Background: an optimization exercise with open tools, aiming at small area. Do not read the settings as production practice. Function was checked by simulation only, so behaviour that the tests miss may differ from the original. Power figures rest on the tool's default switching activity, not on a simulated workload.

==> flow/design.v <==
package regfile_pkg;
    localparam int unsigned XLEN_DEFAULT  = 32;
    localparam int unsigned NREGS_DEFAULT = 32;
    localparam int unsigned NRD_DEFAULT   = 2;
    localparam int unsigned NWR_DEFAULT   = 1;
    localparam int unsigned AW_DEFAULT    = $clog2(NREGS_DEFAULT);
    typedef logic [AW_DEFAULT-1:0]   reg_addr_t;
    typedef logic [XLEN_DEFAULT-1:0] reg_data_t;
    localparam int unsigned ZERO_REG = 0;
endpackage
module regfile_scoreboard
#(
    parameter int unsigned NREGS = regfile_pkg::NREGS_DEFAULT,
    parameter int unsigned NWR   = regfile_pkg::NWR_DEFAULT,
    localparam int unsigned AW   = $clog2(NREGS)
) (
    input  logic               clk,
    input  logic               rst,
    input  logic               set_en,
    input  logic [AW-1:0]      set_addr,
    input  logic [NWR-1:0]     clr_en,
    input  logic [NWR*AW-1:0]  clr_addr,
    output logic [NREGS-1:0]   busy_vec
);
    logic [NREGS-1:0] busy_q;
    logic [NREGS-1:0] busy_d;
    always_comb begin
        busy_d = busy_q;
        for (int unsigned w = 0; w < NWR; w++) begin
            if (clr_en[w]) begin
                busy_d[clr_addr[w*AW +: AW]] = 1'b0;
            end
        end
        if (set_en && (set_addr != AW'(regfile_pkg::ZERO_REG))) begin
            busy_d[set_addr] = 1'b1;
        end
        busy_d[regfile_pkg::ZERO_REG] = 1'b0;
    end
    always_ff @(posedge clk) begin
        if (rst) begin
            busy_q <= '0;
        end else begin
            busy_q <= busy_d;
        end
    end
    assign busy_vec = busy_q;
endmodule
module regfile_mp
#(
    parameter int unsigned XLEN  = regfile_pkg::XLEN_DEFAULT,
    parameter int unsigned NREGS = regfile_pkg::NREGS_DEFAULT,
    parameter int unsigned NRD   = regfile_pkg::NRD_DEFAULT,
    parameter int unsigned NWR   = regfile_pkg::NWR_DEFAULT,
    localparam int unsigned AW   = $clog2(NREGS)
) (
    input  logic                 clk,
    input  logic                 rst,
    input  logic [NRD-1:0]       rd_en,
    input  logic [NRD*AW-1:0]    rd_addr,
    output logic [NRD*XLEN-1:0]  rd_data,
    output logic [NRD-1:0]       rd_busy,
    input  logic [NWR-1:0]       wr_en,
    input  logic [NWR*AW-1:0]    wr_addr,
    input  logic [NWR*XLEN-1:0]  wr_data,
    input  logic                 rsv_en,
    input  logic [AW-1:0]        rsv_addr,
    output logic [NREGS-1:0]     busy_vec
);
    logic [XLEN-1:0]     mem_q [NREGS];
    logic [NWR-1:0]      wr_act;
    logic [AW-1:0]       rd_a [NRD];
    logic [XLEN-1:0]     rd_val [NRD];
    logic [NRD-1:0]      rd_bsy;
    logic [NRD*XLEN-1:0] rd_data_q;
    logic [NRD-1:0]      rd_busy_q;
    always_comb begin
        wr_act = '0;
        for (int unsigned w = 0; w < NWR; w++) begin
            wr_act[w] = wr_en[w] && (wr_addr[w*AW +: AW] != AW'(regfile_pkg::ZERO_REG));
        end
    end
    always_ff @(posedge clk) begin
        if (rst) begin
            for (int unsigned i = 0; i < NREGS; i++) begin
                mem_q[i] <= '0;
            end
        end else begin
            for (int unsigned w = 0; w < NWR; w++) begin
                if (wr_act[w]) begin
                    mem_q[wr_addr[w*AW +: AW]] <= wr_data[w*XLEN +: XLEN];
                end
            end
        end
    end
    regfile_scoreboard #(
        .NREGS (NREGS),
        .NWR   (NWR)
    ) u_scoreboard (
        .clk      (clk),
        .rst      (rst),
        .set_en   (rsv_en),
        .set_addr (rsv_addr),
        .clr_en   (wr_act),
        .clr_addr (wr_addr),
        .busy_vec (busy_vec)
    );
    always_comb begin
        for (int unsigned p = 0; p < NRD; p++) begin
            rd_a[p]   = rd_addr[p*AW +: AW];
            rd_val[p] = mem_q[rd_a[p]];
            rd_bsy[p] = busy_vec[rd_a[p]];
            if (rd_a[p] == AW'(regfile_pkg::ZERO_REG)) begin
                rd_val[p] = '0;
                rd_bsy[p] = 1'b0;
            end
        end
    end
    always_ff @(posedge clk) begin
        if (rst) begin
            rd_data_q <= '0;
            rd_busy_q <= '0;
        end else begin
            for (int unsigned p = 0; p < NRD; p++) begin
                if (rd_en[p]) begin
                    rd_data_q[p*XLEN +: XLEN] <= rd_val[p];
                    rd_busy_q[p]              <= rd_bsy[p];
                end
            end
        end
    end
    assign rd_data = rd_data_q;
    assign rd_busy = rd_busy_q;
endmodule
module regfile_top (
    input  logic          clk,
    input  logic          rst,
    input  logic [3:0]    rd_en,
    input  logic [19:0]   rd_addr,
    output logic [127:0]  rd_data,
    output logic [3:0]    rd_busy,
    input  logic [1:0]    wr_en,
    input  logic [9:0]    wr_addr,
    input  logic [63:0]   wr_data,
    input  logic          rsv_en,
    input  logic [4:0]    rsv_addr,
    output logic [31:0]   busy_vec
);
    regfile_mp #(
        .XLEN  (32),
        .NREGS (32),
        .NRD   (4),
        .NWR   (2)
    ) u_rf (
        .clk      (clk),
        .rst      (rst),
        .rd_en    (rd_en),
        .rd_addr  (rd_addr),
        .rd_data  (rd_data),
        .rd_busy  (rd_busy),
        .wr_en    (wr_en),
        .wr_addr  (wr_addr),
        .wr_data  (wr_data),
        .rsv_en   (rsv_en),
        .rsv_addr (rsv_addr),
        .busy_vec (busy_vec)
    );
endmodule
export LEC_CHECK = 0
export CAP_MARGIN = 20
export CORE_MARGIN = 2
export CORE_UTILIZATION = 50
export SLEW_MARGIN = 20
create_clock -name core_clock -period 5.0 [get_ports {clk}]
standard.sh (not shown) runs the stock make flow with config.mk's settings and CLKGATE_MAP_FILE= SYNTH_SCRIPT=/design/flow/synth_recipe.tcl, a recipe that flattens the netlist after the stock synthesis.
==> flow/flow/run.sh <==
#!/bin/bash
# Standard ORFS layout (the standard.sh, unchanged synthesis) with:
#  - ports buffered with the smallest buffer instead of clkdlybuf4s50_1,
set -uo pipefail
bash standard.sh \
  'BUFFER_PORTS_ARGS=-buffer_cell sky130_fd_sc_hd__buf_1' \
  'CTS_ARGS=-sink_clustering_enable -repair_clock_nets -dont_use_dummy_load -buf_list sky130_fd_sc_hd__clkbuf_8 -sink_clustering_size 15 -sink_clustering_max_diameter 50' \
  finish > flow.log 2>&1
The baseline passed the timing, design-rule and antenna checks.
==> next run, changes <==
==> flow/flow/run.sh (replaced) <==
#!/bin/bash
# Standard ORFS layout (the standard.sh, unchanged synthesis) with:
#  - ports buffered with the smallest buffer instead of clkdlybuf4s50_1,
#  - power recovery (downsizing of non-critical gates) in global routing.
# The make output goes to flow.log; ORFS writes each step's log under orfs/logs.
set -uo pipefail
bash standard.sh \
  'BUFFER_PORTS_ARGS=-buffer_cell sky130_fd_sc_hd__buf_1' \
  'CTS_ARGS=-sink_clustering_enable -repair_clock_nets -dont_use_dummy_load -buf_list sky130_fd_sc_hd__clkbuf_8 -sink_clustering_size 15 -sink_clustering_max_diameter 50' \
  RECOVER_POWER=100 \
  finish > flow.log 2>&1
--- a/flow/config.mk
+++ b/flow/config.mk
@@ -6,6 +6,6 @@
 export NUM_CORES = 4
 export LEC_CHECK = 0
-export CAP_MARGIN = 20
+export CAP_MARGIN = 0
 export CORE_MARGIN = 2
-export CORE_UTILIZATION = 50
-export SLEW_MARGIN = 20
+export CORE_UTILIZATION = 40
+export SLEW_MARGIN = 0
The changed run ran to the end with violations: capacitance limit, slew limit; fmax decreases by 20%; power grows by 0.45%; clock power went up by about 2%; area after synthesis is unchanged; die area climbs by 25%; final cell count rose by 6.4%; count of clock-buffer cells in the layout grows by 5; cell area goes down by 0.34%; setup slack gets worse by 0.93 ns; combinational power is lower by about 1%; sequential power stays flat.


## P
// regfile_top: RTL as listed in full above, without the edits since
export LEC_CHECK = 0
export CAP_MARGIN = 20
export CORE_MARGIN = 2
export CORE_UTILIZATION = 40
export SLEW_MARGIN = 20
create_clock -name core_clock -period 5.0 [get_ports {clk}]
==> flow/flow/run.sh <==
#!/bin/bash
# Standard ORFS layout (the standard.sh, unchanged synthesis) with:
#  - ports buffered with the smallest buffer instead of clkdlybuf4s50_1,
set -uo pipefail
bash standard.sh \
  'BUFFER_PORTS_ARGS=-buffer_cell sky130_fd_sc_hd__buf_1' \
  'CTS_ARGS=-sink_clustering_enable -repair_clock_nets -dont_use_dummy_load -buf_list sky130_fd_sc_hd__clkbuf_8 -sink_clustering_size 15 -sink_clustering_max_diameter 50' \
  finish > flow.log 2>&1
P finished every stage and its layout cleared the timing, design-rule and antenna checks.
What Q does differently from P at the input level:
==> flow/run.sh (new file) <==
#!/bin/bash
# synth_recipe.tcl (not shown) runs the flow's synth.tcl, then flattens the netlist and writes it again
# the make line also repeats each setting of config.mk as NAME=value (left out here)
make -C /OpenROAD-flow-scripts/flow DESIGN_CONFIG=/design/flow/config.mk WORK_HOME=/design/flow/orfs CLKGATE_MAP_FILE= SYNTH_SCRIPT=/design/flow/synth_recipe.tcl finish
removed: flow/flow/run.sh
removed: flow/standard.sh
--- outcome ---
Q -> P: global placement routability congestion flat
Worst hold slack: P and Q compared, lower one is Q
Going from P to Q, the clock group share of total power was found to have gone up by 11 points.
As of Q, via count of the first global-routing pass had risen slightly compared to P.
Side by side, critical path data arrival time turned out higher in Q than in P.

## afterwards: timing with drivers on the ports
The results above use ideal ports. As a check the final layouts listed here were re-extracted and re-timed, cells and wires unchanged.
Step 1, drivers: a clkbuf_16 drives clk and a buf_2 each remaining input, both assumed.
Step 2 also shifts input and output timing later by t, the mid clock arrival at the registers, as if the neighbouring blocks saw the same clock.
a / b / c = ideal / step 1 / step 2; a / b = the first two.
| run | t (ns) | setup slack, ns | hold WS [ns] | worst setup path after step 2 | latest minus earliest clock arrival (ns) |
|---|---|---|---|---|---|
| the first run of note 1 | 1.033 | 1.350 / 1.413 / 0.380 | 0.495 / 0.476 / 0.495 | input to register | 0.098 / 0.098 |
| the second run of note 1 | 1.036 | 0.424 / 0.498 / -0.538 | 0.498 / 0.458 / 0.498 | input to register | 0.135 / 0.135 |
| P | 1.040 | 1.347 / 1.340 / 0.299 | 0.497 / 0.469 / 0.497 | input to register | 0.136 / 0.135 |
| Q | 0.922 | 1.093 / 1.168 / 0.245 | 0.494 / 0.494 / 0.494 | input to register | 0.043 / 0.043 |
The setup slack of P, which loses most, moves by -0.007 ns with the drivers and by -1.048 ns with both steps.
